This is an optimization exercise on Yosys and OpenROAD, whose aim is small area, a short achievable clock period and few clock cycles, not a production implementation. At most, simulation tests tie the RTL to the original design; equivalence was not proved. No functional check of the RTL was part of runs 1 and 2. No activity file was given, so power comes from the tool's default toggle rates.

<file path="design/flow/design.v">
package vfsp_pkg;
  localparam logic [2:0] EV_VOXEL        = 3'd0;
  localparam logic [2:0] EV_DIMENSIONS   = 3'd1;
  localparam logic [2:0] EV_HEADER_OK    = 3'd2;
  localparam logic [2:0] EV_BAD_HEADER   = 3'd3;
  localparam logic [2:0] EV_SIZE_MISSING = 3'd4;
  localparam logic [2:0] EV_XYZI_MISSING = 3'd5;
  localparam logic [2:0] EV_MAIN_MISSING = 3'd6;
  typedef struct packed {
    logic [2:0]         kind;
    logic [7:0]         voxel_x;
    logic [7:0]         voxel_y;
    logic [7:0]         voxel_z;
    logic [7:0]         material;
    logic signed [31:0] size_x;
    logic signed [31:0] size_y;
    logic signed [31:0] size_z;
    logic signed [31:0] file_version;
    logic [15:0]        model_number;
    logic               last_voxel;
  } event_t;
endpackage
module vfsp_core (
  input  logic        clk,
  input  logic        rst,
  input  logic        data_valid,
  output logic        data_stall,
  input  logic [7:0]  data_byte,
  input  logic        start_of_file,
  output logic        event_valid,
  input  logic        event_stall,
  output logic [2:0]  event_kind,
  output logic [7:0]  voxel_x,
  output logic [7:0]  voxel_y,
  output logic [7:0]  voxel_z,
  output logic [7:0]  material,
  output logic [31:0] size_x,
  output logic [31:0] size_y,
  output logic [31:0] size_z,
  output logic [31:0] file_version,
  output logic [15:0] model_number,
  output logic        last_voxel
);
  localparam logic [3:0] PH_MAGIC   = 4'd0;
  localparam logic [3:0] PH_VERSION = 4'd1;
  localparam logic [3:0] PH_PACK    = 4'd2;    
  localparam logic [3:0] PH_VCOUNT  = 4'd3;    
  localparam logic [3:0] PH_VOXELS  = 4'd4;
  localparam logic [3:0] PH_DIMS    = 4'd5;
  localparam logic [3:0] PH_DONE    = 4'd6;
  localparam logic [3:0] PH_MAIN    = 4'd8;    
  localparam logic [3:0] PH_SECOND  = 4'd9;
  localparam logic [3:0] PH_SIZE    = 4'd10;
  localparam logic [3:0] PH_XYZI    = 4'd11;
  logic [3:0]  phase, pos;
  logic        flag;       
  logic        ck_s;       
  logic        wsel;       
  logic        vlast;      
  logic [31:0] ra, rb, rc;  
  logic [31:0] ml;         
  logic        ml_unset;   
  logic        mpend;      
  logic        mact;
  logic        bw;         
  logic [15:0] mc;
  logic        mc_inc_p, mc_clr_p;
  logic        bad_p;      
  logic [2:0]  kind;
  logic        last;
  logic        stall_q;
  logic        take, tk, tks, free, ev_take;
  logic [7:0]  b, bu;
  logic        p0, p3, p11, byte_zero, cnt_zero, ml_last;
  logic        magic_ok, magic0_ok;
  logic [7:0]  magic_ch;
  assign data_stall = stall_q || bad_p;
  assign take    = data_valid && !data_stall;
  assign tk      = take && !start_of_file;    
  assign tks     = take && start_of_file;     
  assign ev_take = event_valid && !event_stall;
  assign free    = !event_valid || !event_stall;
  assign b   = data_byte;
  assign bu  = data_byte & 8'hdf;
  assign p0  = (pos == 4'd0);
  assign p3  = (pos == 4'd3);
  assign p11 = (pos == 4'd11);
  assign byte_zero = (b == 8'd0);
  assign cnt_zero  = b[7] || (flag && b[6:0] == 7'd0);
  assign ml_last   = ml_unset || (ml[30:0] == 31'h7ffffffe);
  always_comb begin
    case (pos[1:0])
      2'd0:    magic_ch = 8'h56;
      2'd1:    magic_ch = 8'h4f;
      2'd2:    magic_ch = 8'h58;
      default: magic_ch = 8'h20;
    endcase
    magic_ok  = (pos[1:0] == 2'd3) ? (b == 8'h20) : (bu == magic_ch);
    magic0_ok = (bu == 8'h56);
  end
  logic [3:0] n_ph, n_pos;
  logic       n_flag, n_emit, n_finish;
  logic [2:0] n_kind;
  always_comb begin
    n_ph     = phase;
    n_pos    = pos + 4'd1;
    n_flag   = flag;
    n_emit   = 1'b0;
    n_kind   = vfsp_pkg::EV_VOXEL;
    n_finish = 1'b0;
    case (phase)
      PH_MAGIC: begin
        if (!magic_ok) begin
          n_ph   = PH_DONE;
          n_emit = 1'b1;
          n_kind = vfsp_pkg::EV_BAD_HEADER;
        end else if (p3) begin
          n_ph  = PH_VERSION;
          n_pos = 4'd0;
        end
      end
      PH_VERSION: begin
        if (p3) begin
          n_emit = 1'b1;
          n_kind = b[7] ? vfsp_pkg::EV_BAD_HEADER : vfsp_pkg::EV_HEADER_OK;
          n_ph   = b[7] ? PH_DONE : PH_MAIN;
          n_pos  = 4'd0;
        end
      end
      PH_PACK: begin
        n_flag = (p0 || flag) && byte_zero;
        if (p3) begin
          n_ph  = cnt_zero ? PH_DONE : PH_SIZE;
          n_pos = 4'd0;
        end
      end
      PH_VCOUNT: begin
        n_flag = (p0 || flag) && byte_zero;
        if (p3) begin
          n_pos = 4'd0;
          if (cnt_zero) begin
            n_finish = 1'b1;
            n_ph     = ml_last ? PH_DONE : PH_SIZE;
          end else begin
            n_ph = PH_VOXELS;
          end
        end
      end
      PH_VOXELS: begin
        if (p3) begin
          n_pos  = 4'd0;
          n_emit = 1'b1;
          n_kind = vfsp_pkg::EV_VOXEL;
          if (vlast) begin
            n_finish = 1'b1;
            n_ph     = ml_last ? PH_DONE : PH_SIZE;
          end
        end
      end
      PH_DIMS: begin
        if (p11) begin
          n_pos  = 4'd0;
          n_emit = 1'b1;
          n_kind = vfsp_pkg::EV_DIMENSIONS;
          n_ph   = PH_XYZI;
        end
      end
      PH_MAIN, PH_SECOND, PH_SIZE, PH_XYZI: begin
        if (p0) begin
          case (phase[1:0])
            2'd0:    n_flag = (bu == 8'h4d);
            2'd1:    n_flag = (bu == 8'h50);
            2'd2:    n_flag = (bu == 8'h53);
            default: n_flag = (bu == 8'h58);
          endcase
        end
        if (p11) begin
          n_pos = 4'd0;
          case (phase[1:0])
            2'd0: begin
              if (flag) begin
                n_ph = PH_SECOND;
              end else begin
                n_ph   = PH_DONE;
                n_emit = 1'b1;
                n_kind = vfsp_pkg::EV_MAIN_MISSING;
              end
            end
            2'd1: n_ph = flag ? PH_PACK : (ck_s ? PH_DIMS : PH_SIZE);
            2'd2: begin
              if (flag) begin
                n_ph = PH_DIMS;
              end else begin
                n_ph   = PH_XYZI;
                n_emit = 1'b1;
                n_kind = vfsp_pkg::EV_SIZE_MISSING;
              end
            end
            default: begin
              if (flag) begin
                n_ph = PH_VCOUNT;
              end else begin
                n_emit   = 1'b1;
                n_kind   = vfsp_pkg::EV_XYZI_MISSING;
                n_finish = 1'b1;
                n_ph     = ml_last ? PH_DONE : (ck_s ? PH_XYZI : PH_SIZE);
              end
            end
          endcase
        end
      end
      default: begin
        n_ph  = PH_DONE;
        n_pos = 4'd0;
      end
    endcase
  end
  logic [3:0] ph_next, pos_next;
  logic       emit, finish, emit_magic;
  logic [2:0] emit_kind;
  always_comb begin
    if (!take) begin
      ph_next    = phase;
      pos_next   = pos;
      emit       = 1'b0;
      finish     = 1'b0;
      emit_kind  = n_kind;
      emit_magic = 1'b0;
    end else if (start_of_file) begin
      ph_next    = magic0_ok ? PH_MAGIC : PH_DONE;
      pos_next   = magic0_ok ? 4'd1 : 4'd0;
      emit       = !magic0_ok;
      finish     = 1'b0;
      emit_kind  = vfsp_pkg::EV_BAD_HEADER;
      emit_magic = 1'b1;
    end else begin
      ph_next    = n_ph;
      pos_next   = n_pos;
      emit       = n_emit;
      finish     = n_finish;
      emit_kind  = n_kind;
      emit_magic = (phase == PH_MAGIC);
    end
  end
  logic sh_a, sh_b, sh_c, sh_m, dec_c;
  logic [7:0] dsrc, dec8, dbus;
  logic       bin;
  always_comb begin
    sh_a = 1'b0; sh_b = 1'b0; sh_c = 1'b0; sh_m = 1'b0; dec_c = 1'b0;
    if (tk) begin
      case (phase)
        PH_VERSION: sh_a = 1'b1;
        PH_PACK:    sh_m = 1'b1;
        PH_VCOUNT:  sh_c = 1'b1;
        PH_VOXELS: begin
          if (wsel) sh_b = 1'b1; else sh_a = 1'b1;
          dec_c = 1'b1;
        end
        PH_DIMS: begin
          if (pos[3:2] == 2'd0) sh_a = 1'b1;
          if (pos[3:2] == 2'd1) sh_b = 1'b1;
          if (pos[3:2] == 2'd2) sh_c = 1'b1;
        end
        default: ;
      endcase
    end
  end
  assign mact = tk && mpend && phase[3:2] == 2'b10 && pos[3:2] == 2'd0;
  assign dsrc = mpend ? ml[7:0] : rc[7:0];
  assign bin  = p0 || bw;
  assign dec8 = dsrc + {7'd0, bin};
  assign dbus = (mact || dec_c) ? dec8 : ~b;
  always_ff @(posedge clk) begin
    if (sh_a) ra <= {~b, ra[31:8]};
    if (sh_b) rb <= {~b, rb[31:8]};
    if (sh_c || dec_c) rc <= {dbus, rc[31:8]};
    if (sh_m || mact) ml <= {dbus, ml[31:8]};
    if (mact || dec_c) bw <= bin && (dsrc == 8'hff);
    if (dec_c && p0) vlast <= (rc[30:0] == 31'h7ffffffe);
    if (tk) begin
      flag <= n_flag;
      if (phase[3:2] == 2'b10 && p0) ck_s <= (bu == 8'h53);
      if (phase == PH_VOXELS && p3) wsel <= !wsel;
    end
  end
  always_ff @(posedge clk) begin
    if (rst) begin
      phase    <= PH_MAGIC;
      pos      <= 4'd0;
      ml_unset <= 1'b1;
      mpend    <= 1'b0;
    end else begin
      phase    <= ph_next;
      pos      <= pos_next;
      if (tk && n_finish && !ml_last) mpend <= 1'b1;
      else if (tks || (mact && p3)) mpend <= 1'b0;
      if (tks) ml_unset <= 1'b1;
      else if (tk && phase == PH_PACK && p3) ml_unset <= 1'b0;
    end
  end
  always_ff @(posedge clk) begin
    if (rst) begin
      mc       <= 16'd0;
      mc_inc_p <= 1'b0;
      mc_clr_p <= 1'b0;
    end else begin
      if (free) begin
        if (mc_clr_p || tks) mc <= 16'd0;
        else if (mc_inc_p) mc <= mc + 16'd1;
      end
      mc_clr_p <= (mc_clr_p || tks) && !free;
      mc_inc_p <= (tk && n_finish) || (mc_inc_p && !free && !mc_clr_p && !tks);
    end
  end
  logic ev_load, ev_load_bad, ev_valid_next, bad_p_next;
  assign ev_load_bad = bad_p && free;
  assign ev_load     = emit && !emit_magic;
  assign bad_p_next  = !rst && (bad_p ? !free : (emit && emit_magic));
  assign ev_valid_next = !rst && (ev_load_bad || ev_load || (event_valid && event_stall));
  logic ld_dim, ld_va, ld_vb, ld_h, ld_o;
  assign ld_dim = tk && phase == PH_DIMS && p11;
  assign ld_va  = tk && phase == PH_VOXELS && p3 && !wsel;
  assign ld_vb  = tk && phase == PH_VOXELS && p3 && wsel;
  assign ld_h   = tk && phase == PH_VERSION && p3;
  assign ld_o   = ev_load_bad;
  logic nsel_va, nsel_vb, nsel_dx, nsel_dy, nsel_dz, nsel_h, nsel_o;
  always_ff @(posedge clk) begin
    nsel_va <= rst || (!ld_va  && (nsel_va || ev_take));
    nsel_vb <= rst || (!ld_vb  && (nsel_vb || ev_take));
    nsel_h  <= rst || (!ld_h   && (nsel_h  || ev_take));
    nsel_o  <= rst || (!ld_o   && (nsel_o  || ev_take));
    nsel_dx <= rst || (!ld_dim && (nsel_dx || ev_take));
    nsel_dy <= rst || (!ld_dim && (nsel_dy || !event_stall));
    nsel_dz <= rst || (!ld_dim && (nsel_dz || !event_valid || !event_stall));
  end
  always_ff @(posedge clk) begin
    event_valid <= ev_valid_next;
    bad_p       <= bad_p_next;
    if (ev_load_bad || ev_load) begin
      kind <= ev_load_bad ? vfsp_pkg::EV_BAD_HEADER : emit_kind;
      last <= !ev_load_bad && emit_kind == vfsp_pkg::EV_VOXEL && vlast;
    end
  end
  logic kd, k123, r_now, r_tk, risk_keep;
  assign kd   = !kind[2];
  assign k123 = !kind[2] && kind[1:0] != 2'd0;
  always_comb begin
    r_now = 1'b0;
    r_tk  = 1'b0;
    case (phase)
      PH_MAGIC: r_tk = (pos == 4'd3) && kd;
      PH_VERSION: begin
        r_now = p3 || kd;
        r_tk  = (pos == 4'd2) || ((pos != 4'd3) && kd);
      end
      PH_VCOUNT: begin
        r_now = p3 || k123;
        r_tk  = (pos == 4'd2) || k123;
      end
      PH_VOXELS: begin
        r_now = p3 || k123;
        r_tk  = (pos == 4'd2) || ((pos != 4'd3) && k123);
      end
      PH_DIMS: begin
        r_now = p11 || kd;
        r_tk  = (pos == 4'd10) || (!p11 && kd);
      end
      PH_MAIN: begin
        r_now = p11;
        r_tk  = (pos == 4'd10);
      end
      PH_SECOND, PH_SIZE: begin
        r_now = p11;
        r_tk  = (pos == 4'd10) || (p11 && kd);
      end
      PH_XYZI: begin
        r_now = p11;
        r_tk  = (pos == 4'd10) || (p11 && k123);
      end
      default: ;
    endcase
  end
  assign risk_keep = take ? (!start_of_file && r_tk) : r_now;
  always_ff @(posedge clk) begin
    stall_q <= !rst && event_valid && event_stall && risk_keep;
  end
  assign event_kind   = kind;
  assign {material, voxel_z, voxel_y, voxel_x} = ~((ra | {32{nsel_va}}) & (rb | {32{nsel_vb}}));
  assign size_x       = ~(ra | {32{nsel_dx}});
  assign size_y       = ~(rb | {32{nsel_dy}});
  assign size_z       = ~(rc | {32{nsel_dz}});
  assign file_version = ~((ra | {32{nsel_h}}) & {32{nsel_o}});
  assign model_number = mc;
  assign last_voxel   = last;
endmodule
module voxel_file_stream_parser (
  input  logic               clk,
  input  logic               rst,
  input  logic               data_valid,
  output logic               data_stall,
  input  logic [7:0]         data_byte,
  input  logic               start_of_file,
  output logic               event_valid,
  input  logic               event_stall,
  output logic [2:0]         event_kind,
  output logic [7:0]         voxel_x,
  output logic [7:0]         voxel_y,
  output logic [7:0]         voxel_z,
  output logic [7:0]         material,
  output logic signed [31:0] size_x,
  output logic signed [31:0] size_y,
  output logic signed [31:0] size_z,
  output logic signed [31:0] file_version,
  output logic [15:0]        model_number,
  output logic               last_voxel
);
  vfsp_core u_core (
    .clk           (clk),
    .rst           (rst),
    .data_valid    (data_valid),
    .data_stall    (data_stall),
    .data_byte     (data_byte),
    .start_of_file (start_of_file),
    .event_valid   (event_valid),
    .event_stall   (event_stall),
    .event_kind    (event_kind),
    .voxel_x       (voxel_x),
    .voxel_y       (voxel_y),
    .voxel_z       (voxel_z),
    .material      (material),
    .size_x        (size_x),
    .size_y        (size_y),
    .size_z        (size_z),
    .file_version  (file_version),
    .model_number  (model_number),
    .last_voxel    (last_voxel)
  );
endmodule
</file>
<file path="design/flow/flow/run.sh">
#!/bin/bash
# Standard ORFS layout (the standard.sh), with two changes: the port
# buffers are the smallest buffer cell, and clock tree synthesis adds no
# dummy loads at the clock tree leaves.
set -euo pipefail
export BUFFER_PORTS_ARGS="-buffer_cell sky130_fd_sc_hd__buf_1"
export CTS_ARGS="-sink_clustering_enable -repair_clock_nets -dont_use_dummy_load -buf_list {sky130_fd_sc_hd__clkbuf_4 sky130_fd_sc_hd__clkbuf_8}"
bash standard.sh finish > standard_make.log 2>&1
</file>
<file path="design/flow/standard.sh">
#!/bin/bash
# synth_recipe.tcl (not shown) runs the flow's synth.tcl, then flattens the netlist and writes it again
# the make line also repeats each setting of config.mk as NAME=value (left out here)
make -C /OpenROAD-flow-scripts/flow DESIGN_CONFIG=/design/flow/config.mk WORK_HOME=/design/flow/orfs CLKGATE_MAP_FILE= SYNTH_SCRIPT=/design/flow/synth_recipe.tcl "${@:-finish}"
</file>
<file path="design/flow/config.mk">
export PLATFORM = sky130hd
export DESIGN_NAME = voxel_file_stream_parser
export DESIGN_NICKNAME = voxel_file_stream_parser
export VERILOG_FILES = /design/flow/design.v
export SDC_FILE = /design/flow/constraint.sdc
export NUM_CORES = 4
export LEC_CHECK = 0
export ABC_CLOCK_PERIOD_IN_PS = 2200
export CAP_MARGIN = 20
export CORE_MARGIN = 2
export CORE_UTILIZATION = 40
export CTS_BUF_LIST = sky130_fd_sc_hd__clkbuf_4 sky130_fd_sc_hd__clkbuf_8
export SETUP_SLACK_MARGIN = 2.6
export SLEW_MARGIN = 20
</file>
<file path="design/flow/constraint.sdc">
create_clock -name core_clock -period 5.0 [get_ports {clk}]
set_input_delay 1.0000 -clock core_clock [delete_from_list [all_inputs] [get_ports {clk}]]
set_output_delay 1.0000 -clock core_clock [all_outputs]
set_load 0.01 [all_outputs]
</file>
==> results of run 1 <==
-- power breakdown --
part           internal, W  leakage [nW]  switching, W
clock network     0.000301         0.122      0.000415
registers          0.00162          1.55     0.0000579
logic             0.000163          1.63      0.000294
total              0.00208          3.30      0.000767
-- worst paths after layout --
path / startpoint / endpoint / slack [ns] / cells past startpoint
worst min register to register: u_core.ml[31] / u_core.ml[23] / 0.45 / 0
worst min-delay path: u_core.ml[31] / u_core.ml[23] / 0.45 / 0
worst max register to register: u_core.pos[1] / u_core.last / 2.55 / 8
worst max-delay path: data_byte[4] / u_core.last / 2.50 / 7
-- layout by cell type, fill, tap and decap left out, types with 9 or more instances in the layout --
cell	count
buf_1	172
nor2_1	138
edfxtp_1	137
o21ai_0	61
nand2_1	54
o22ai_1	32
a21oi_1	27
dfxtp_1	26
nand3_1	24
inv_1	23
buf_4	22
nand4_1	18
clkbuf_8	17
clkbuf_2	15
xnor2_1	12
xor2_1	12
a31oi_1	10
nor3_1	10
mux2i_1	9
nand2b_1	9
dfxtp_4	9
-- state kept, by name, indices dropped and copies added (netlist names), 3 cells and up --
register,cells
u_core.rc,32
u_core.pos,4
u_core.rb,32
u_core.phase,4
u_core.kind,3
u_core.ra,32
u_core.mc,16
u_core.ml,32
-- critical path, cell delays in order --
cell      delay (ns)
buf_2           0.16
or3_1           0.33
a21o_1          0.20
o31a_1          0.27
and2_4          0.19
a2111o_1        0.32
nor4bb_2        0.29
-- stage by stage --
step	hold slack [ns]	total power, W	setup slack, ns	instance area, um2
floorplan	0.400	0.00197	2.05	8350
global placement	0.433	0.00212	1.91	9300
detailed placement	0.429	0.00211	1.83	9300
CTS	0.451	0.00284	2.53	9720
global route	0.457	0.00299	2.40	9950
finish	0.449	0.00285	2.50	9950
-- repair_timing --
item                       in CTS  in global routing
resized for setup              41                 43
hold endpoints to repair        0                  0
cloned                          1                  0
setup buffers                   5                 13
setup endpoints to repair     225                135
pin swaps                       3                  2
-- cell type report --
type,instances,area (um2)
clock buffers,17,234
flip-flops and latches,175,4910
fillers,1888,10300
inverters,26,105
multi-input cells,542,3310
repair buffers,224,1050
well taps,270,338
-- per-layer routing --
layer  GRT usage [%]  up-vias  routed length [um]
li1                -     3307                   -
met1            30.9     3390               10800
met5               0        -                   0
met4            7.38        0                 568
met2            34.0      353               11400
met3            4.57       42                1990
-- logic make-up (layout without fill, tap and decap cells) --
logic type	Yosys count	in the layout	share of synthesized area [%]
DFF	175	175	58.9
xor gates and xnor gates	24	24	2.54
adders and majority gates	8	8	1.21
AOI/OAI and AO/OA	173	173	13.1
and+or+nand+nor	322	323	18.9
buffers and inverters	75	267	3.57
muxes	14	14	1.77
==> flow_metrics.env, run 1 <==
export IMPL_status="complete, no violations"
export IMPL_max_slew_margin_pct=53.8
export IMPL_synth_ff_type="edfxtp_1"
export IMPL_route_detailed_drc=0
export IMPL_min_period_over_period_pct=49.9
export IMPL_post_cts_hold_buffer_count=0
export IMPL_htreeDepth=4
export IMPL_cts_tree="built"
export IMPL_gp_congestion=0.956
export IMPL_grt_max_degree=34
export IMPL_clk_pin_slew_worst_paths_ns=0.09
export IMPL_finClkSkew_ns=0.0367
export IMPL_initial_core_util_pct=40.9
export IMPL_root_buffer="clkbuf_8"
export IMPL_layout_drive_gt1_share_pct=12.7
export IMPL_fin_tns_setup_ns=0
export IMPL_die_w_um=148
export IMPL_holdCritPathClass="reg2reg"
export IMPL_yosys_warnings=1
export IMPL_synth_edf_count=137
export IMPL_io_buffers=194
export IMPL_post_route_min_period_ns=2.50
export IMPL_ys_seq_area_share_pct=58.9
export IMPL_synth_area_um2=8270
export IMPL_grt_usage_pct=21.9
export IMPL_grt_pass1_wl_um=36900
export IMPL_grt_pass1_vias=6364
export IMPL_core_area_um2=20200
export IMPL_leakagePower_nw=3.30
export IMPL_fmax_ghz=0.401
export IMPL_cts_buffers=17
export IMPL_synth_seq_cells=175
export IMPL_netlist_area_leader_share_pct=49.7
export IMPL_yosysUniqueCellTypes=69
export IMPL_rows=52
export IMPL_fin_util_pct=49.2
export IMPL_drtIter0Drc=660
export IMPL_overflow=0
export IMPL_rsz0062_at_grt="yes"
export IMPL_vdd_drop_max_mv=0.150
export IMPL_worst_setup_path_end_kind="register"
export IMPL_routed_wl_um=24700
export IMPL_setup_violations=0
export IMPL_io_pins=195
export IMPL_pwr_density_cell_nw_per_um2=287
export IMPL_synth_async_reset_ratio_pct=0
export IMPL_worst_setup_path_type="in2reg"
export IMPL_clk_path_buf_depth=2
export IMPL_syn_inst=791
export IMPL_die_h_um=148
export IMPL_clk_latency_ns=0.45
export IMPL_critPathLaunchType="input pin"
export IMPL_synthTopCellsByArea="edfxtp_1 50%, dfxtp_1 9.2%, nor2_1 6.4%, o21ai_0 3.7%, o22ai_1 2.6%"
export IMPL_antenna_cells=0
export IMPL_synth_common_cells="142 x nor2_1, 137 x edfxtp_1, 61 x o21ai_0"
export IMPL_die_area_um2=21800
export IMPL_worstMarginPinSlew_ns=0.687
export IMPL_viasPerCell=5.66
export IMPL_wire_per_inst_um=19.7
export IMPL_area_growth_pct=20.3
export IMPL_drv_cap=0
export IMPL_synth_most_common_cell="nor2_1"
export IMPL_cts_sinks=175
export IMPL_final_cells=1254
export IMPL_placedCellCount=1218
export IMPL_syn_nets=812
export IMPL_critPathRequiredTime_ns=5.27
export IMPL_final_nets=1007
export IMPL_worstPathArrival_ns=2.76
export IMPL_critical_path_peak_fanout=7
export IMPL_antenna_found_initial=0
export IMPL_slew_viol_final=0
export IMPL_vias=7092
export IMPL_drt_first_pass_iters=5
export IMPL_synth_top_area_cell="edfxtp_1"
export IMPL_postSynthAreaPerCell_um2=10.5
export IMPL_dpl_hpwl_um=17700
export IMPL_hold_violations=0
export IMPL_antenna_left=0
==> run 2: changes to the inputs <==
--- a/design/flow/design.v
+++ b/design/flow/design.v
@@ -316,3 +316,3 @@
   assign ev_load_bad = bad_p && free;
-  assign ev_load     = emit && !emit_magic;
+  assign ev_load     = tk && n_emit && phase != PH_MAGIC;
   assign bad_p_next  = !rst && (bad_p ? !free : (emit && emit_magic));
@@ -339,4 +339,4 @@
     if (ev_load_bad || ev_load) begin
-      kind <= ev_load_bad ? vfsp_pkg::EV_BAD_HEADER : emit_kind;
-      last <= !ev_load_bad && emit_kind == vfsp_pkg::EV_VOXEL && vlast;
+      kind <= ev_load_bad ? vfsp_pkg::EV_BAD_HEADER : n_kind;
+      last <= !ev_load_bad && phase == PH_VOXELS && vlast;
     end
==> flow_metrics.env, run 2 <==
export IMPL_status="complete, no violations"
export IMPL_worstPathArrival_ns=1.39
export IMPL_pwr_density_cell_nw_per_um2=284
export IMPL_overflow=0
export IMPL_die_w_um=149
export IMPL_hold_violations=0
export IMPL_antenna_left=0
export IMPL_vias=6913
export IMPL_setup_violations=0
export IMPL_cts_sinks=175
export IMPL_htreeDepth=4
export IMPL_grt_max_degree=34
export IMPL_nFillCells=1916
export IMPL_grt_pass1_wl_um=35200
export IMPL_fmax_ghz=0.419
export IMPL_worst_setup_path_end_kind="output port"
export IMPL_route_detailed_drc=0
export IMPL_syn_nets=805
export IMPL_ys_seq_area_share_pct=58.2
export IMPL_min_period_over_period_pct=47.7
export IMPL_final_nets=994
export IMPL_switchingPower_w=0.000759
export IMPL_critical_path_peak_fanout=4
export IMPL_finClkSkew_ns=0.0345
export IMPL_wire_per_inst_um=19.3
export IMPL_synth_ff_type="edfxtp_1"
export IMPL_die_area_um2=22100
export IMPL_core_area_um2=20400
export IMPL_io_pins=195
export IMPL_clk_path_buf_depth=2
export IMPL_critPathLaunchType="register"
export IMPL_drtIter0Drc=500
export IMPL_worst_setup_path_type="reg2out"
export IMPL_synth_common_cells="137 x edfxtp_1, 131 x nor2_1, 64 x o21ai_0"
export IMPL_clockPowerShare_pct=25.6
export IMPL_post_route_min_period_ns=2.39
export IMPL_synth_seq_cells=175
export IMPL_power_frac_seq_pct=59.5
export IMPL_clk_latency_ns=0.45
export IMPL_io_buffers=194
export IMPL_synth_edf_count=137
export IMPL_max_slew_margin_pct=41.8
export IMPL_initial_core_util_pct=41.1
export IMPL_crit_family="flip-flops"
export IMPL_rsz0062_at_grt="yes"
export IMPL_worstMarginPinSlew_ns=0.873
export IMPL_drv_cap=0
export IMPL_holdCritPathClass="reg2reg"
export IMPL_dpl_hpwl_um=16800
export IMPL_layout_drive_gt1_share_pct=12.0
export IMPL_synth_most_common_cell="edfxtp_1"
export IMPL_drt_first_pass_iters=5
export IMPL_leakagePower_nw=3.18
export IMPL_antenna_found_initial=0
export IMPL_final_cell_mix="185 x buf_1, 137 x edfxtp_1, 127 x nor2_1"
export IMPL_path_buf_inv=1
export IMPL_swShare_pct=26.8
export IMPL_root_buffer="clkbuf_8"
export IMPL_cts_buffers=17
export IMPL_synth_top_area_cell="edfxtp_1"
export IMPL_p_int_w=0.00207
export IMPL_max_stage_delay_ns=0.50
export IMPL_netlist_area_leader_share_pct=49.2
export IMPL_postSynthAreaPerCell_um2=10.7
export IMPL_slew_viol_final=0
export IMPL_critPathRequiredTime_ns=4.00
export IMPL_antenna_cells=0
export IMPL_syn_inst=784
export IMPL_die_h_um=149
export IMPL_grt_pass1_vias=6133
export IMPL_vdd_drop_max_mv=0.173
export IMPL_p_comb_share_pct=14.9
export IMPL_viasPerCell=5.57
export IMPL_area_growth_pct=19.2
export IMPL_gp_congestion=0.929
export IMPL_synth_async_reset_ratio_pct=0
export IMPL_yosysUniqueCellTypes=79
export IMPL_crit_chain="o22ai_2, buf_1"
export IMPL_rows=52
export IMPL_cp_slowest_cell="edfxtp_1"
export IMPL_grt_usage_pct=21.0
export IMPL_routed_wl_um=23900
export IMPL_final_common_cell="buf_1"
export IMPL_power_w=0.00283
export IMPL_yosys_warnings=1
export IMPL_synth_area_um2=8370
export IMPL_fin_tns_setup_ns=0
export IMPL_cts_tree="built"
export IMPL_synthTopCellsByArea="edfxtp_1 49%, dfxtp_1 9.1%, nor2_1 5.9%, o21ai_0 3.8%, o22ai_1 3.0%"
export IMPL_clk_pin_slew_worst_paths_ns=0.10
## run 2: cell type report
type                    instances  area [um2]  share of cell area (%)
clock buffers                  17         234                    2.35
inverters                      23        86.3                   0.866
multi-input cells             539        3370                    33.8
flip-flops and latches        175        4900                    49.2
well taps                     270         338                    3.39
repair buffers                217        1040                    10.5
## run 2: worst reg2reg max path: stages (launching register included)
cell	delay [ns]
dfxtp_1	0.35
buf_4	0.28
or3b_2	0.52
a21oi_2	0.25
a21oi_1	0.23
nor2_4	0.22
buf_12	0.17
## run 2: final timing paths
kind | startpoint | to | slack (ns) | cells past startpoint
worst max-delay path | u_core.ra[17] | voxel_z[1] | 2.61 | 2
worst min-delay path | u_core.ml[31] | u_core.ml[23] | 0.44 | 0
worst max register to register | u_core.phase[2] | u_core.rc[17] | 2.69 | 6
worst min register to register | u_core.ml[31] | u_core.ml[23] | 0.44 | 0
## run 2: power groups by stage
stage                     Sequential [W]  Clock [W]  Combinational (W)
final                            0.00169   0.000725           0.000422
after global routing             0.00169   0.000801           0.000456
after CTS                        0.00168   0.000749           0.000394
after detailed placement         0.00172          0           0.000362
after global placement           0.00172          0           0.000366
after floorplan                  0.00168          0           0.000283
## run 2: repair_timing
item                       4_1_cts  5_1_grt
gates cloned                     4        0
hold buffers                     0        0
pin swaps                        5        7
setup buffers                    4       13
resized for setup               32       21
setup endpoints to repair      319      110
## run 2: logic make-up (layout without fill, tap and decap cells)
| kind of cell | count (synthesis) | after routing | share of synthesized area [%] |
|---|---|---|---|
| simple gates | 301 | 304 | 18.0 |
| compound gates | 192 | 193 | 14.9 |
| flops | 175 | 175 | 58.2 |
| buf+inv | 74 | 257 | 3.86 |
| xor+xnor | 20 | 20 | 2.09 |
| mux | 13 | 13 | 1.64 |
| fa+ha+maj | 9 | 9 | 1.32 |
## run 2: per-stage QoR
step	cell area, um2	cells	utilization, %	hold WS (ns)	worst slack (ns)
floorplan	8450	784	-	0.400	2.47
global placement	9300	1203	45.7	0.422	1.76
detailed placement	9300	1203	45.7	0.418	1.69
CTS	9730	1228	47.8	0.443	2.52
global route	9970	1241	49.0	0.449	2.57
finish	9970	1241	49.0	0.438	2.61
## run 2: routing by layer
layer / share of wire (%) / up-vias / global-route usage, % / wire length (um)
met1: 43 / 3267 / 28.6 / 10200
met5: 0 / - / 0 / 0
met4: 2.4 / 0 / 8.00 / 585
met2: 47 / 346 / 33.5 / 11200
met3: 7.8 / 38 / 3.83 / 1880
li1: - / 3262 / - / -
==> run 3: changes to the inputs <==
--- a/design/flow/design.v
+++ b/design/flow/design.v
@@ -112,7 +112,5 @@
       PH_MAGIC: begin
-        if (!magic_ok) begin
-          n_ph   = PH_DONE;
-          n_emit = 1'b1;
-          n_kind = vfsp_pkg::EV_BAD_HEADER;
-        end else if (p3) begin
+        n_emit = !magic_ok;
+        n_kind = vfsp_pkg::EV_BAD_HEADER;
+        if (p3) begin
           n_ph  = PH_VERSION;
@@ -229,4 +227,4 @@
     end else if (start_of_file) begin
-      ph_next    = magic0_ok ? PH_MAGIC : PH_DONE;
-      pos_next   = magic0_ok ? 4'd1 : 4'd0;
+      ph_next    = PH_MAGIC;
+      pos_next   = 4'd1;
       emit       = !magic0_ok;
@@ -292,4 +290,4 @@
     end else begin
-      phase    <= ph_next;
-      pos      <= pos_next;
+      phase    <= bad_p ? PH_DONE : ph_next;
+      pos      <= bad_p ? 4'd0 : pos_next;
       if (tk && n_finish && !ml_last) mpend <= 1'b1;
--- a/design/flow/config.mk
+++ b/design/flow/config.mk
@@ -12,3 +12,3 @@
 export CTS_BUF_LIST = sky130_fd_sc_hd__clkbuf_4 sky130_fd_sc_hd__clkbuf_8
-export SETUP_SLACK_MARGIN = 2.6
+export SETUP_SLACK_MARGIN = 2.5
 export SLEW_MARGIN = 20
==> flow_metrics.env, run 3 <==
export IMPL_status="complete, no violations"
export IMPL_cts_tree="built"
export IMPL_io_pins=195
export IMPL_critical_path_peak_fanout=7
export IMPL_vias=6713
export IMPL_final_common_cell="buf_1"
export IMPL_grt_pass1_wl_um=35400
export IMPL_fin_util_pct=47.4
export IMPL_yosysUniqueCellTypes=75
export IMPL_synth_top_area_cell="edfxtp_1"
export IMPL_drtIter0Drc=646
export IMPL_synth_seq_cells=175
export IMPL_die_h_um=147
export IMPL_final_nets=959
export IMPL_synth_xor_area_share_pct=2.36
export IMPL_r2r_start="u_core.phase[2]"
export IMPL_reg2regPathDepth=4
export IMPL_final_cell_mix="194 x buf_1, 137 x edfxtp_1, 135 x nor2_1"
export IMPL_syn_nets=782
export IMPL_io_buffers=194
export IMPL_critPathRequiredTime_ns=5.33
export IMPL_max_slew_margin_pct=26.1
export IMPL_synthTopCellsByArea="edfxtp_1 50%, dfxtp_1 9.3%, nor2_1 6.3%, o21ai_0 3.2%, o22ai_1 3.0%"
export IMPL_root_buffer="clkbuf_8"
export IMPL_rows=52
export IMPL_die_w_um=147
export IMPL_fmax_ghz=0.404
export IMPL_viasPerCell=5.56
export IMPL_synth_common_cells="138 x nor2_1, 137 x edfxtp_1, 52 x o21ai_0"
export IMPL_synth_top_family_by_area="simple AND/OR/NAND/NOR gates"
export IMPL_slew_viol_final=0
export IMPL_dpl_hpwl_um=16400
export IMPL_grt_max_degree=35
export IMPL_clk_pin_slew_worst_paths_ns=0.08
export IMPL_postSynthAreaPerCell_um2=10.7
export IMPL_htreeDepth=4
export IMPL_yosys_warnings=1
export IMPL_die_area_um2=21600
export IMPL_grt_pass1_vias=6075
export IMPL_synth_area_um2=8160
export IMPL_clk_path_buf_depth=2
export IMPL_antenna_left=0
export IMPL_power_frac_seq_pct=63.9
export IMPL_rsz0062_at_grt="no"
export IMPL_cts_buffers=17
export IMPL_leakagePower_nw=3.01
export IMPL_clockPowerShare_pct=29.3
export IMPL_switchingPower_w=0.000564
export IMPL_critPathLaunchType="input pin"
export IMPL_worst_setup_path_end_kind="register"
export IMPL_ys_seq_area_share_pct=59.7
export IMPL_worstPathArrival_ns=2.80
export IMPL_route_detailed_drc=0
export IMPL_synthMuxAreaShare_pct=1.44
export IMPL_synth_ff_type="edfxtp_1"
export IMPL_holdCritPathClass="reg2reg"
export IMPL_layout_drive_gt1_share_pct=8.11
export IMPL_swShare_pct=22.7
export IMPL_pwr_density_cell_nw_per_um2=261
export IMPL_antenna_found_initial=0
export IMPL_synth_compound_area_share_pct=14.1
export IMPL_routed_wl_um=23300
export IMPL_endpoint="u_core.bad_p"
export IMPL_post_route_min_period_ns=2.48
export IMPL_p_int_w=0.00192
export IMPL_startpoint="data_byte[3]"
export IMPL_gp_congestion=0.953
export IMPL_vdd_drop_max_mv=0.146
export IMPL_min_period_over_period_pct=49.5
export IMPL_worst_setup_path_type="in2reg"
export IMPL_finClkSkew_ns=0.0295
export IMPL_grt_usage_pct=21.3
export IMPL_synth_adder_area_share_pct=1.07
export IMPL_wire_per_inst_um=19.3
export IMPL_netlist_area_leader_share_pct=50.4
export IMPL_syn_inst=762
export IMPL_synth_most_common_cell="nor2_1"
export IMPL_initial_core_util_pct=40.6
export IMPL_drv_cap=0
export IMPL_fin_tns_setup_ns=0
export IMPL_placedCellCount=1181
export IMPL_synth_edf_count=137
export IMPL_power_w=0.00248
export IMPL_nFillCells=1912
export IMPL_core_area_um2=20100
export IMPL_setup_violations=0
export IMPL_overflow=0
export IMPL_rrSetupSlack_ns=2.56
export IMPL_drt_first_pass_iters=6
export IMPL_final_cells=1207
export IMPL_area_growth_pct=16.7
export IMPL_synth_async_reset_ratio_pct=0
export IMPL_cts_sinks=175
export IMPL_yosys_area_share_simple_pct=17.5
export IMPL_clk_latency_ns=0.46
export IMPL_antenna_cells=0
export IMPL_hold_violations=0
export IMPL_r2r_end="u_core.rc[2]"
export IMPL_worstMarginPinSlew_ns=1.10
export IMPL_p_comb_share_pct=6.8
[run 3: cell types whose count changed in the layout (fill, tap and decap cells not counted), moves of 7 or more]
cell,previous run,this run
nand2_1,51,37
buf_1,185,194
buf_12,10,2
nor2_1,127,135
o21ai_0,60,52
or3_1,9,2
xor2_1,9,16
[run 3: worst max-delay path, stage by stage]
cell and delay, ns:
buf_1 0.27, nor4_2 0.39, nand2_1 0.11, o311ai_0 0.62, a21oi_1 0.15, o31a_1 0.26
[run 3: timing repair]
action                     in CTS  in global routing
buffers inserted                3                  2
gates resized for setup        19                 11
setup endpoints to repair     247                145
pin swaps                       4                  2
hold buffers                    0                  0
gates cloned                    4                  0
[run 3: logic make-up (layout without fill, tap and decap cells)]
logic type                 after synthesis  after routing
buffers and inverters                   74            245
adders and majority gates                7              7
AOI/OAI and AO/OA                      182            183
and+or+nand+nor                        291            294
DFF                                    175            175
muxes                                   11             11
xor gates and xnor gates                22             22
[run 3: how the worst min path moves through the flow]
stage                        startpoint             to  slack [ns]  cells after the start
after floorplan           u_core.ml[31]  u_core.ml[23]        0.40                      0
after global placement    u_core.ml[31]  u_core.ml[23]        0.43                      0
after detailed placement  u_core.ml[31]  u_core.ml[23]        0.41                      0
after CTS                 u_core.ml[31]  u_core.ml[23]        0.43                      0
after global routing      u_core.ml[31]  u_core.ml[23]        0.45                      0
final                     u_core.ml[31]  u_core.ml[23]        0.43                      0
[run 3: power by group through the flow]
stage	Sequential, W	Combinational [W]	Clock [W]
after global placement	0.00162	0.000155	0
final	0.00159	0.000168	0.000728
after CTS	0.00159	0.000163	0.000748
after floorplan	0.00161	0.000111	0
after global routing	0.00159	0.000182	0.000802
after detailed placement	0.00162	0.000155	0
[run 3: layout make-up]
| type | count | area [um2] | share of cell area, % |
|---|---|---|---|
| sequential | 175 | 4900 | 51.4 |
| multi-input combinational | 517 | 3120 | 32.8 |
| inverter | 22 | 82.6 | 0.867 |
| clock buffer | 17 | 234 | 2.46 |
| timing repair buffer | 206 | 855 | 8.97 |
| tap | 270 | 338 | 3.55 |
[run 3: metrics by stage]
| stage | area, um2 | worst slack [ns] | hold slack [ns] |
|---|---|---|---|
| floorplan | 8210 | 2.49 | 0.400 |
| global placement | 9100 | 1.67 | 0.426 |
| detailed placement | 9100 | 1.61 | 0.409 |
| CTS | 9470 | 2.46 | 0.429 |
| global route | 9530 | 2.51 | 0.446 |
| finish | 9530 | 2.52 | 0.427 |
[run 3: per-layer routing]
metal | wire length, um | global-route usage (%) | up-vias
li1 | - | - | 3166
met1 | 10200 | 29.2 | 3205
met2 | 11000 | 33.2 | 307
met3 | 1670 | 4.97 | 35
met4 | 541 | 7.72 | 0
met5 | 0 | 0 | -
Testbench counts of run 3, summed over its fixed seeds: cycles 16,095.
==> run 4: changes to the inputs <==
--- a/design/flow/config.mk
+++ b/design/flow/config.mk
@@ -12,3 +12,3 @@
 export CTS_BUF_LIST = sky130_fd_sc_hd__clkbuf_4 sky130_fd_sc_hd__clkbuf_8
-export SETUP_SLACK_MARGIN = 2.5
+export SETUP_SLACK_MARGIN = 2.7
 export SLEW_MARGIN = 20
==> flow_metrics.env, run 4 <==
export IMPL_synth_seq_cells=175
export IMPL_synth_area_um2=8160
export IMPL_holdCritPathClass="reg2reg"
export IMPL_route_detailed_drc=0
export IMPL_swShare_pct=22.8
export IMPL_grt_pass1_wl_um=36700
export IMPL_dpl_hpwl_um=16700
export IMPL_synth_top_area_cell="edfxtp_1"
export IMPL_yosys_warnings=1
export IMPL_worstMarginPinSlew_ns=0.984
export IMPL_io_pins=195
export IMPL_final_cell_mix="137 x edfxtp_1, 129 x nor2_1, 106 x buf_1"
export IMPL_critical_path_peak_fanout=8
export IMPL_final_common_cell="edfxtp_1"
export IMPL_nFillCells=1765
export IMPL_overflow=0
export IMPL_pwr_density_cell_nw_per_um2=236
export IMPL_syn_nets=782
export IMPL_die_area_um2=21600
export IMPL_p_comb_share_pct=7.9
export IMPL_netlist_area_leader_share_pct=50.4
export IMPL_gp_congestion=0.951
export IMPL_grt_pass1_vias=6394
export IMPL_cp_slowest_cell="dfxtp_4"
export IMPL_critPathRequiredTime_ns=4.00
export IMPL_viasPerCell=5.70
export IMPL_worst_setup_path_type="reg2out"
export IMPL_syn_inst=762
export IMPL_clk_pin_slew_worst_paths_ns=0.07
export IMPL_antenna_left=0
export IMPL_crit_chain="buf_12, o22ai_4, buf_6"
export IMPL_fin_tns_setup_ns=0
export IMPL_area_growth_pct=30.2
export IMPL_min_period_over_period_pct=47.9
export IMPL_dpl_cell_area_um2=9120
export IMPL_p_int_w=0.00194
export IMPL_grt_usage_pct=22.1
export IMPL_antenna_cells=0
export IMPL_postSynthAreaPerCell_um2=10.7
export IMPL_clk_latency_ns=0.47
export IMPL_power_frac_seq_pct=63.0
export IMPL_status="complete, no violations"
export IMPL_antenna_found_initial=0
export IMPL_final_area_um2=10600
export IMPL_cts_tree="built"
export IMPL_initial_core_util_pct=40.6
export IMPL_hold_violations=0
export IMPL_crit_family="flip-flops"
export IMPL_ys_seq_area_share_pct=59.7
export IMPL_multiInputGateArea_um2=3390
export IMPL_finClkSkew_ns=0.0378
export IMPL_die_w_um=147
export IMPL_critPathLaunchType="register"
export IMPL_vias=7164
export IMPL_max_stage_delay_ns=0.43
export IMPL_io_buffers=194
export IMPL_rows=52
export IMPL_rsz0062_at_grt="yes"
export IMPL_setup_violations=0
export IMPL_cts_buffers=17
export IMPL_drtIter0Drc=583
export IMPL_fin_util_pct=52.9
export IMPL_worstPathArrival_ns=1.40
export IMPL_synth_ff_type="edfxtp_1"
export IMPL_max_slew_margin_pct=34.4
export IMPL_regArea_um2=4910
export IMPL_synth_edf_count=137
export IMPL_drv_cap=0
export IMPL_final_nets=1009
export IMPL_path_buf_inv=2
export IMPL_synthTopCellsByArea="edfxtp_1 50%, dfxtp_1 9.3%, nor2_1 6.3%, o21ai_0 3.2%, o22ai_1 3.0%"
export IMPL_yosysUniqueCellTypes=75
export IMPL_drt_first_pass_iters=7
export IMPL_post_route_min_period_ns=2.40
export IMPL_synth_async_reset_ratio_pct=0
export IMPL_die_h_um=147
export IMPL_vdd_drop_max_mv=0.122
export IMPL_core_area_um2=20100
export IMPL_switchingPower_w=0.000572
export IMPL_wire_per_inst_um=20.4
export IMPL_clk_path_buf_depth=2
export IMPL_synth_most_common_cell="nor2_1"
export IMPL_clockPowerShare_pct=29.1
export IMPL_grt_max_degree=34
export IMPL_root_buffer="clkbuf_8"
export IMPL_fmax_ghz=0.418
export IMPL_worst_setup_path_end_kind="output port"
export IMPL_slew_viol_final=0
export IMPL_htreeDepth=4
export IMPL_layout_drive_gt1_share_pct=26.0
export IMPL_routed_wl_um=25700
export IMPL_synth_common_cells="138 x nor2_1, 137 x edfxtp_1, 52 x o21ai_0"
export IMPL_leakagePower_nw=3.80
export IMPL_cts_sinks=175
run 4: cell counts after synthesis:
Identical to the previous run, type by type.
run 4: cell type report:
class                   count  share of cell area (%)
repair buffers            256                    15.7
multi-input cells         517                    31.9
flip-flops and latches    175                    46.2
well taps                 270                    3.18
clock buffers              17                    2.20
inverters                  22                   0.777
run 4: routing by layer:
layer / vias up / wire [um] / global-route usage, %
met5: - / 0 / 0
met2: 376 / 12400 / 36.2
li1: 3273 / - / -
met4: 0 / 762 / 7.82
met3: 70 / 1780 / 4.78
met1: 3445 / 10700 / 29.0
run 4: metrics by stage:
| stage | setup WS (ns) | cells | hold slack, ns | power [W] |
|---|---|---|---|---|
| floorplan | 2.49 | 762 | 0.400 | 0.00172 |
| global placement | 1.69 | 1180 | 0.429 | 0.00178 |
| detailed placement | 1.58 | 1180 | 0.408 | 0.00178 |
| CTS | 2.55 | 1230 | 0.427 | 0.00251 |
| global route | 2.55 | 1257 | 0.443 | 0.00260 |
| finish | 2.60 | 1257 | 0.432 | 0.00251 |
run 4: what timing repair did:
item | CTS | global route
buffers inserted | 26 | 26
gates cloned | 7 | 1
hold buffers | 0 | 0
resized for setup | 113 | 126
pin swaps | 21 | 24
endpoints found under the setup margin | 333 | 234
run 4: path summary, 6_finish.rpt:
| kind | start | endpoint | slack (ns) | depth (start not counted) |
|---|---|---|---|---|
| worst min register to register | u_core.ml[31] | u_core.ml[23] | 0.43 | 0 |
| worst max register to register | u_core.pos[0] | u_core.stall_q | 2.74 | 8 |
| worst min-delay path | u_core.ml[31] | u_core.ml[23] | 0.43 | 0 |
| worst max-delay path | u_core.nsel_va | material[1] | 2.60 | 3 |
run 4: power groups by stage:
stage	Clock, W	Sequential (W)	Combinational, W
detailed placement	0	0.00162	0.000158
floorplan	0	0.00161	0.000113
global placement	0	0.00162	0.000158
CTS	0.000750	0.00158	0.000184
global route	0.000803	0.00158	0.000214
finish	0.000729	0.00158	0.000199
run 4: cell families (layout without fill, tap and decap cells):
group                    after synthesis  count (layout)  share of synthesized area [%]
AO/OA/AOI/OAI                        182             183                           14.1
flip-flops                           175             175                           59.7
multiplexers                          11              11                           1.44
adder cells (fa/ha/maj)                7               7                           1.07
XOR/XNOR                              22              22                           2.36
buffers and inverters                 74             295                           3.82
AND/OR/NAND/NOR                      291             294                           17.5
run 4: worst reg2reg max path: cells and delay by family (launching register included):
kind,cells,cell delay (ns)
buffers and inverters,1,0.15
adder cells (fa/ha/maj),1,0.31
AND/OR/NAND/NOR,2,0.37
AO/OA/AOI/OAI,4,0.90
flip-flops,1,0.36
==> run 5: changes to the inputs <==
--- a/design/flow/config.mk
+++ b/design/flow/config.mk
@@ -7,3 +7,3 @@
 export LEC_CHECK = 0
-export ABC_CLOCK_PERIOD_IN_PS = 2200
+export ABC_CLOCK_PERIOD_IN_PS = 3500
 export CAP_MARGIN = 20
@@ -12,3 +12,3 @@
 export CTS_BUF_LIST = sky130_fd_sc_hd__clkbuf_4 sky130_fd_sc_hd__clkbuf_8
-export SETUP_SLACK_MARGIN = 2.7
+export SETUP_SLACK_MARGIN = 2.6
 export SLEW_MARGIN = 20
==> flow_metrics.env, run 5 <==
export IMPL_status="complete, no violations"
export IMPL_antenna_left=0
export IMPL_critical_path_peak_fanout=18
export IMPL_dpl_hpwl_um=16300
export IMPL_critPathRequiredTime_ns=4.00
export IMPL_pwr_density_cell_nw_per_um2=256
export IMPL_vias=6890
export IMPL_postSynthAreaPerCell_um2=10.7
export IMPL_placedCellCount=1180
export IMPL_io_buffers=194
export IMPL_hold_violations=0
export IMPL_final_area_um2=9750
export IMPL_drt_first_pass_iters=7
export IMPL_synth_ff_type="edfxtp_1"
export IMPL_worstMarginPinSlew_ns=1.01
export IMPL_synth_area_um2=8160
export IMPL_antenna_cells=0
export IMPL_max_slew_margin_pct=31.8
export IMPL_fin_ws_ns=2.59
export IMPL_grt_pass1_vias=6150
export IMPL_rsz0062_at_grt="yes"
export IMPL_min_period_over_period_pct=48.1
export IMPL_routed_wl_um=23600
export IMPL_synth_common_cells="138 x nor2_1, 137 x edfxtp_1, 52 x o21ai_0"
export IMPL_gp_congestion=0.927
export IMPL_worst_setup_path_end_kind="output port"
export IMPL_holdCritPathClass="reg2reg"
export IMPL_leakagePower_nw=3.16
export IMPL_final_cell_mix="183 x buf_1, 137 x edfxtp_1, 132 x nor2_1"
export IMPL_dp_slack_ns=1.60
export IMPL_yosys_warnings=1
export IMPL_final_cells=1221
export IMPL_die_h_um=147
export IMPL_syn_nets=782
export IMPL_reg2regPathDepth=6
export IMPL_clk_latency_ns=0.46
export IMPL_fin_util_pct=48.5
export IMPL_worstPathArrival_ns=1.41
export IMPL_fin_tns_setup_ns=0
export IMPL_area_growth_pct=19.4
export IMPL_netlist_area_leader_share_pct=50.4
export IMPL_syn_inst=762
export IMPL_hold_path_cell_count=0
export IMPL_layout_drive_gt1_share_pct=11.5
export IMPL_critPathLaunchType="register"
export IMPL_synth_edf_count=137
export IMPL_synth_seq_cells=175
export IMPL_slew_viol_final=0
export IMPL_synthTopCellsByArea="edfxtp_1 50%, dfxtp_1 9.3%, nor2_1 6.3%, o21ai_0 3.2%, o22ai_1 3.0%"
export IMPL_clk_pin_slew_worst_paths_ns=0.07
export IMPL_clk_path_buf_depth=2
export IMPL_route_detailed_drc=0
export IMPL_core_area_um2=20100
export IMPL_post_route_min_period_ns=2.41
export IMPL_root_buffer="clkbuf_8"
export IMPL_synth_top_area_cell="edfxtp_1"
export IMPL_worst_setup_path_type="reg2out"
export IMPL_drv_cap=0
export IMPL_final_common_cell="buf_1"
export IMPL_rows=52
export IMPL_cts_tree="built"
export IMPL_dpl_cell_area_um2=9100
export IMPL_cts_buffers=17
export IMPL_vdd_drop_max_mv=0.142
export IMPL_ys_seq_area_share_pct=59.7
export IMPL_antenna_found_initial=0
export IMPL_final_nets=973
export IMPL_htreeDepth=4
export IMPL_wire_per_inst_um=19.3
export IMPL_initial_core_util_pct=40.6
export IMPL_grt_usage_pct=20.9
export IMPL_yosysUniqueCellTypes=75
export IMPL_overflow=0
export IMPL_synth_async_reset_ratio_pct=0
export IMPL_io_pins=195
export IMPL_cts_sinks=175
export IMPL_finClkSkew_ns=0.0313
export IMPL_viasPerCell=5.64
export IMPL_drtIter0Drc=615
export IMPL_grt_pass1_wl_um=34900
export IMPL_setup_violations=0
export IMPL_fmax_ghz=0.415
export IMPL_synth_most_common_cell="nor2_1"
export IMPL_grt_max_degree=35
export IMPL_die_w_um=147
export IMPL_die_area_um2=21600
==> run 5: cell counts after synthesis <==
Identical to the previous run, type by type.
==> run 5: worst max-delay path, cell delays in order (launching register included) <==
cell	delay (ns)
dfxtp_4	0.49
buf_6	0.22
o21ai_0	0.12
buf_1	0.14
==> run 5: routing by layer <==
layer  track usage, %  wire length [um]  vias up
li1                 -                 -     3202
met1             27.9             10100     3290
met2             33.5             11100      349
met3             5.25              1830       49
met4             7.33               550        0
met5                0                 0        -
==> run 5: area by class of cell <==
cell class                      count  area (um2)
Inverter                           22        82.6
Tap cell                          270         338
Multi-Input combinational cell    517        3150
Fill cell                        1918       10400
Timing Repair Buffer              220        1040
Clock buffer                       17         234
Sequential cell                   175        4910
==> run 5: cells by family (layout without fill, tap and decap cells) <==
kind of cell | Yosys count | in the layout | synth area share, %
compound gates | 182 | 183 | 14.1
xor+xnor | 22 | 22 | 2.36
fa+ha+maj | 7 | 7 | 1.07
buf+inv | 74 | 259 | 3.82
flops | 175 | 175 | 59.7
mux | 11 | 11 | 1.44
simple gates | 291 | 294 | 17.5
==> run 5: through the flow <==
step / total power [W] / hold WS, ns
final: 0.00249 / 0.431
after global routing: 0.00259 / 0.441
after CTS: 0.00251 / 0.429
after detailed placement: 0.00178 / 0.413
after global placement: 0.00178 / 0.404
after floorplan: 0.00172 / 0.400
==> run 5: power breakdown <==
part / internal (W) / switching, W / total (W)
logic: 0.0000582 / 0.000118 / 0.000177
registers: 0.00156 / 0.0000196 / 0.00158
clock network: 0.000301 / 0.000431 / 0.000732
==> run 5: final timing paths <==
kind	start	endpoint	slack [ns]
min	u_core.ml[31]	u_core.ml[23]	0.43
max	u_core.nsel_o	file_version[10]	2.59
max reg2reg	u_core.mpend	u_core.rc[26]	2.68
min reg2reg	u_core.ml[31]	u_core.ml[23]	0.43
==> run 5: repair_timing <==
action	CTS	global route
cloned	4	0
setup buffers	4	16
hold buffers	0	0
endpoints found under the setup margin	286	182
pin swaps	3	7
gates resized for setup	27	35
==> run 6: changes to the inputs <==
--- a/design/flow/config.mk
+++ b/design/flow/config.mk
@@ -7,3 +7,3 @@
 export LEC_CHECK = 0
-export ABC_CLOCK_PERIOD_IN_PS = 3500
+export ABC_CLOCK_PERIOD_IN_PS = 2200
 export CAP_MARGIN = 20
==> flow_metrics.env, run 6 <==
export IMPL_hold_violations=0
export IMPL_clockPowerShare_pct=29.4
export IMPL_final_cells=1221
export IMPL_worstPathArrival_ns=1.41
export IMPL_die_area_um2=21600
export IMPL_synth_async_reset_ratio_pct=0
export IMPL_fmax_ghz=0.415
export IMPL_grt_pass1_wl_um=34900
export IMPL_worst_setup_path_end_kind="output port"
export IMPL_syn_inst=762
export IMPL_grt_max_degree=35
export IMPL_antenna_left=0
export IMPL_wire_per_inst_um=19.3
export IMPL_synth_seq_cells=175
export IMPL_root_buffer="clkbuf_8"
export IMPL_final_cell_mix="183 x buf_1, 137 x edfxtp_1, 132 x nor2_1"
export IMPL_dpl_cell_area_um2=9100
export IMPL_die_w_um=147
export IMPL_clk_pin_slew_worst_paths_ns=0.07
export IMPL_final_nets=973
export IMPL_io_pins=195
export IMPL_swShare_pct=22.8
export IMPL_power_w=0.00249
export IMPL_ys_seq_area_share_pct=59.7
export IMPL_setup_violations=0
export IMPL_cts_sinks=175
export IMPL_fin_tns_setup_ns=0
export IMPL_finClkSkew_ns=0.0313
export IMPL_switchingPower_w=0.000569
export IMPL_dpl_hpwl_um=16300
export IMPL_nFillCells=1918
export IMPL_final_common_cell="buf_1"
export IMPL_vias=6890
export IMPL_max_slew_margin_pct=31.8
export IMPL_postSynthAreaPerCell_um2=10.7
export IMPL_netlist_area_leader_share_pct=50.4
export IMPL_yosys_warnings=1
export IMPL_initial_core_util_pct=40.6
export IMPL_route_detailed_drc=0
export IMPL_vdd_drop_max_mv=0.142
export IMPL_power_frac_seq_pct=63.5
export IMPL_cts_buffers=17
export IMPL_synth_area_um2=8160
export IMPL_io_buffers=194
export IMPL_routed_wl_um=23600
export IMPL_viasPerCell=5.64
export IMPL_critPathLaunchType="register"
export IMPL_rows=52
export IMPL_critPathRequiredTime_ns=4.00
export IMPL_min_period_over_period_pct=48.1
export IMPL_critical_path_peak_fanout=18
export IMPL_worst_setup_path_type="reg2out"
export IMPL_core_area_um2=20100
export IMPL_worstMarginPinSlew_ns=1.01
export IMPL_yosysUniqueCellTypes=75
export IMPL_drv_cap=0
export IMPL_overflow=0
export IMPL_htreeDepth=4
export IMPL_antenna_found_initial=0
export IMPL_slew_viol_final=0
export IMPL_synth_top_area_cell="edfxtp_1"
export IMPL_layout_drive_gt1_share_pct=11.5
export IMPL_drtIter0Drc=615
export IMPL_grt_usage_pct=20.9
export IMPL_clk_latency_ns=0.46
export IMPL_cts_tree="built"
export IMPL_pwr_density_cell_nw_per_um2=256
export IMPL_synth_most_common_cell="nor2_1"
export IMPL_synth_common_cells="138 x nor2_1, 137 x edfxtp_1, 52 x o21ai_0"
export IMPL_area_growth_pct=19.4
export IMPL_synthTopCellsByArea="edfxtp_1 50%, dfxtp_1 9.3%, nor2_1 6.3%, o21ai_0 3.2%, o22ai_1 3.0%"
export IMPL_p_comb_share_pct=7.1
export IMPL_die_h_um=147
export IMPL_syn_nets=782
export IMPL_rsz0062_at_grt="yes"
export IMPL_antenna_cells=0
export IMPL_holdCritPathClass="reg2reg"
export IMPL_leakagePower_nw=3.16
export IMPL_gp_congestion=0.927
export IMPL_post_route_min_period_ns=2.41
export IMPL_synth_edf_count=137
export IMPL_clk_path_buf_depth=2
export IMPL_drt_first_pass_iters=7
export IMPL_synth_ff_type="edfxtp_1"
export IMPL_final_area_um2=9750
export IMPL_grt_pass1_vias=6150
export IMPL_p_int_w=0.00192
export IMPL_status="complete, no violations"
export IMPL_placedCellCount=1180
run 6: routing by layer:
layer / wire (um) / GRT usage [%]
met1: 10100 / 27.9
met2: 11100 / 33.5
met3: 1830 / 5.25
met4: 550 / 7.33
met5: 0 / 0
run 6: kinds of logic (layout without fill, tap and decap cells):
| family | count (synthesis) | after routing | share of synthesized area, % |
|---|---|---|---|
| buf+inv | 74 | 259 | 3.82 |
| compound gates | 182 | 183 | 14.1 |
| xor+xnor | 22 | 22 | 2.36 |
| mux | 11 | 11 | 1.44 |
| fa+ha+maj | 7 | 7 | 1.07 |
| simple gates | 291 | 294 | 17.5 |
| flops | 175 | 175 | 59.7 |
run 6: final timing paths:
kind / start / endpoint / slack (ns) / cells after the start
min reg2reg: u_core.ml[31] / u_core.ml[23] / 0.43 / 0
min: u_core.ml[31] / u_core.ml[23] / 0.43 / 0
max: u_core.nsel_o / file_version[10] / 2.59 / 3
max reg2reg: u_core.mpend / u_core.rc[26] / 2.68 / 6
run 6: power groups by stage:
stage,Combinational (W),Sequential [W],Clock [W]
2_1_floorplan,0.000112,0.00161,0
3_3_place_gp,0.000159,0.00162,0
3_5_place_dp,0.000158,0.00162,0
4_1_cts,0.000166,0.00158,0.000758
5_1_grt,0.000193,0.00158,0.000808
6_report,0.000177,0.00158,0.000732
run 6: repair_timing:
action,CTS,global route
buffers inserted,4,16
endpoints found under the setup margin,286,182
resized for setup,27,35
hold buffers,0,0
pin swaps,3,7
gates cloned,4,0
run 6: through the flow:
stage	hold WS, ns	setup slack [ns]	util, %
floorplan	0.400	2.49	-
global placement	0.404	1.65	45.3
detailed placement	0.413	1.60	45.3
CTS	0.429	2.56	47.1
global route	0.441	2.53	48.5
finish	0.431	2.59	48.5
run 6: final cells by class:
cell class / count / area, um2 / share of cell area (%)
Sequential cell: 175 / 4910 / 50.4
Multi-Input combinational cell: 517 / 3150 / 32.3
Clock buffer: 17 / 234 / 2.40
Timing Repair Buffer: 220 / 1040 / 10.6
Tap cell: 270 / 338 / 3.47
Inverter: 22 / 82.6 / 0.847
run 6: critical path: stages, from the launching register on:
cell	delay [ns]
dfxtp_4	0.49
buf_6	0.22
o21ai_0	0.12
buf_1	0.14
==> run 7: changes to the inputs <==
--- a/design/flow/config.mk
+++ b/design/flow/config.mk
@@ -10,3 +10,3 @@
 export CORE_MARGIN = 2
-export CORE_UTILIZATION = 40
+export CORE_UTILIZATION = 45
 export CTS_BUF_LIST = sky130_fd_sc_hd__clkbuf_4 sky130_fd_sc_hd__clkbuf_8
==> flow_metrics.env, run 7 <==
export IMPL_status="complete, no violations"
export IMPL_syn_inst=762
export IMPL_grt_pass1_vias=6077
export IMPL_drtIter0Drc=546
export IMPL_antenna_found_initial=0
export IMPL_highest_layer="met4"
export IMPL_area_growth_pct=17.7
export IMPL_io_buffers=194
export IMPL_root_buffer="clkbuf_8"
export IMPL_fin_tns_setup_ns=0
export IMPL_p_comb_share_pct=7.1
export IMPL_yosys_warnings=1
export IMPL_synth_async_reset_ratio_pct=0
export IMPL_grt_pass1_wl_um=34800
export IMPL_core_area_um2=17900
export IMPL_final_cell_mix="193 x buf_1, 137 x edfxtp_1, 133 x nor2_1"
export IMPL_p_int_w=0.00192
export IMPL_nFillCells=1631
export IMPL_dr_wl_met3_um=1880
export IMPL_fmax_ghz=0.421
export IMPL_io_pins=195
export IMPL_min_period_over_period_pct=47.5
export IMPL_dpl_hpwl_um=15900
export IMPL_rows=49
export IMPL_post_route_min_period_ns=2.37
export IMPL_synth_common_cells="138 x nor2_1, 137 x edfxtp_1, 52 x o21ai_0"
export IMPL_drv_cap=0
export IMPL_clk_path_buf_depth=2
export IMPL_hold_violations=0
export IMPL_gp_congestion=1.04
export IMPL_holdCritStartpoint="u_core.ml[31]"
export IMPL_crit_chain="buf_6, o21ai_0, buf_1"
export IMPL_wl_met1_um=9830
export IMPL_drt_first_pass_iters=6
export IMPL_finClkSkew_ns=0.0346
export IMPL_hold_path_cell_count=0
export IMPL_wire_per_inst_um=19.6
export IMPL_cp_slowest_cell="dfxtp_4"
export IMPL_viasPerCell=5.78
export IMPL_critPathRequiredTime_ns=4.00
export IMPL_power_frac_seq_pct=63.8
export IMPL_die_w_um=139
export IMPL_routed_wl_um=22900
export IMPL_max_stage_delay_ns=0.47
export IMPL_vdd_drop_max_mv=0.182
export IMPL_vias=6757
export IMPL_die_h_um=139
export IMPL_reg2regPathDepth=3
export IMPL_worst_setup_path_end_kind="output port"
export IMPL_dr_wl_met2_um=10700
export IMPL_clockPowerShare_pct=29.1
export IMPL_cts_sinks=175
export IMPL_clk_latency_ns=0.45
export IMPL_worst_setup_path_type="reg2out"
export IMPL_final_nets=962
export IMPL_antenna_left=0
export IMPL_holdPathEnd="u_core.ml[23]"
export IMPL_route_detailed_drc=0
export IMPL_worstMarginPinSlew_ns=0.901
export IMPL_syn_nets=782
export IMPL_synth_most_common_cell="nor2_1"
export IMPL_rrSetupSlack_ns=2.69
export IMPL_synth_ff_type="edfxtp_1"
export IMPL_ys_seq_area_share_pct=59.7
export IMPL_synthTopCellsByArea="edfxtp_1 50%, dfxtp_1 9.3%, nor2_1 6.3%, o21ai_0 3.2%, o22ai_1 3.0%"
export IMPL_grt_usage_pct=22.9
export IMPL_r2r_end="u_core.ra[24]"
export IMPL_pwr_density_cell_nw_per_um2=259
export IMPL_overflow=0
export IMPL_yosysUniqueCellTypes=75
export IMPL_swShare_pct=22.6
export IMPL_whs_ns=0.432
export IMPL_crit_family="flip-flops"
export IMPL_rsz0062_at_grt="yes"
export IMPL_cts_buffers=17
export IMPL_initial_core_util_pct=45.6
export IMPL_worstPathArrival_ns=1.37
export IMPL_path_buf_inv=2
export IMPL_synth_area_um2=8160
export IMPL_holdCritPathClass="reg2reg"
export IMPL_power_w=0.00248
export IMPL_synth_top_area_cell="edfxtp_1"
export IMPL_netlist_area_leader_share_pct=50.4
export IMPL_r2r_start="u_core.phase[2]"
export IMPL_slew_viol_final=0
export IMPL_htreeDepth=4
export IMPL_switchingPower_w=0.000561
export IMPL_layout_drive_gt1_share_pct=9.57
export IMPL_postSynthAreaPerCell_um2=10.7
export IMPL_antenna_cells=0
export IMPL_post_cts_hold_buffer_count=0
export IMPL_cts_tree="built"
export IMPL_setup_violations=0
export IMPL_synth_seq_cells=175
export IMPL_critical_path_peak_fanout=18
export IMPL_die_area_um2=19200
export IMPL_synth_edf_count=137
export IMPL_max_slew_margin_pct=39.3
export IMPL_clk_pin_slew_worst_paths_ns=0.08
export IMPL_critPathLaunchType="register"
export IMPL_grt_max_degree=35
export IMPL_final_common_cell="buf_1"
export IMPL_leakagePower_nw=3.08
## run 7: power groups by stage
stage	Sequential, W	Combinational (W)	Clock (W)
final	0.00158	0.000178	0.000723
after global routing	0.00159	0.000193	0.000798
after CTS	0.00159	0.000169	0.000743
after detailed placement	0.00162	0.000158	0
after global placement	0.00162	0.000158	0
after floorplan	0.00161	0.000112	0
## run 7: worst max path at each step
stage                              from          endpoint  slack, ns  cells past startpoint
after CTS                 u_core.nsel_h   file_version[1]       2.58                      2
final                     u_core.nsel_o  file_version[20]       2.63                      3
after detailed placement     data_valid     u_core.ml[24]       1.62                      5
after floorplan              data_valid      u_core.ra[0]       2.49                      4
after global placement       data_valid      u_core.ra[3]       1.69                      4
after global routing      u_core.nsel_o  file_version[18]       2.55                      3
## run 7: logic make-up (layout without fill, tap and decap cells)
logic type,Yosys count,count (layout),synth area share (%)
compound gates,182,183,14.1
simple gates,291,294,17.5
buf+inv,74,248,3.82
xor+xnor,22,22,2.36
flops,175,175,59.7
fa+ha+maj,7,7,1.07
mux,11,11,1.44
## run 7: stage by stage
step,std cells,setup WS [ns],util [%],instance area [um2]
after detailed placement,1137,1.62,50.5,9030
after CTS,1163,2.58,52.7,9440
after global routing,1169,2.55,53.7,9610
final,1169,2.63,53.7,9610
after global placement,1137,1.69,50.5,9030
after floorplan,762,2.49,-,8220
## run 7: worst reg2reg max path, cell delays in order (launching register included)
cell	delay [ns]
dfxtp_2	0.64
and4bb_1	0.52
nand2_1	0.27
a21oi_4	0.52
## run 7: cell type report
type                            count  area (um2)  area share, %
Clock buffer                       17         234           2.43
Inverter                           22        82.6          0.859
Multi-Input combinational cell    517        3170           33.0
Sequential cell                   175        4910           51.1
Tap cell                          229         287           2.98
Timing Repair Buffer              209         925           9.62
## run 7: repair_timing
item | in CTS | in global routing
resized for setup | 26 | 23
buffers inserted | 5 | 6
hold endpoints to repair | 0 | 0
cloned | 4 | 0
setup endpoints to repair | 320 | 153
pin swaps | 3 | 4
## run 7: routing by layer
layer  vias to the layer above  global-route usage [%]
met1                      3194                    31.4
met2                       347                    37.4
li1                       3179                       -
met5                         -                       0
met4                         0                    6.22
met3                        37                    4.90

re-timing with driven ports:
How much do the figures lean on ideal ports? The routed layouts below were timed once more, with nothing changed but the port constraints. Step 1, drivers: a clkbuf_16 drives clk and a buf_2 each remaining input, both assumed. Step 2 times the ports against the registers' clock, not the clock port: input delays grow and output delays shrink by t, the midpoint of the rising clock arrivals with the driver on. a / b / c = no drivers / after step 1 / after step 2; a / b = the first two.
| run | shift t [ns] | setup slack, ns | hold WS [ns] | worst setup path at the end | pins driven straight from the clock port |
|---|---|---|---|---|---|
| run 1 | 0.474 | 2.505 / 2.514 / 2.040 | 0.449 / 0.449 / 0.449 | input to register | 1 |
| run 2 | 0.476 | 2.613 / 2.571 / 2.212 | 0.438 / 0.438 / 0.438 | input to register | 1 |
| run 3 | 0.489 | 2.524 / 2.531 / 2.050 | 0.427 / 0.427 / 0.427 | input to register | 1 |
| run 4 | 0.491 | 2.605 / 2.562 / 2.251 | 0.432 / 0.432 / 0.432 | input to register | 1 |
| run 5 | 0.485 | 2.593 / 2.552 / 2.237 | 0.431 / 0.431 / 0.431 | input to register | 1 |
| run 6 | 0.485 | 2.593 / 2.552 / 2.237 | 0.431 / 0.431 / 0.431 | input to register | 1 |
| run 7 | 0.479 | 2.626 / 2.585 / 2.186 | 0.432 / 0.432 / 0.432 | input to register | 1 |
After both steps every run listed still meets setup and hold. For run 3, which loses most, drivers alone change the setup slack by +0.007 ns; drivers and shift together by -0.474 ns.
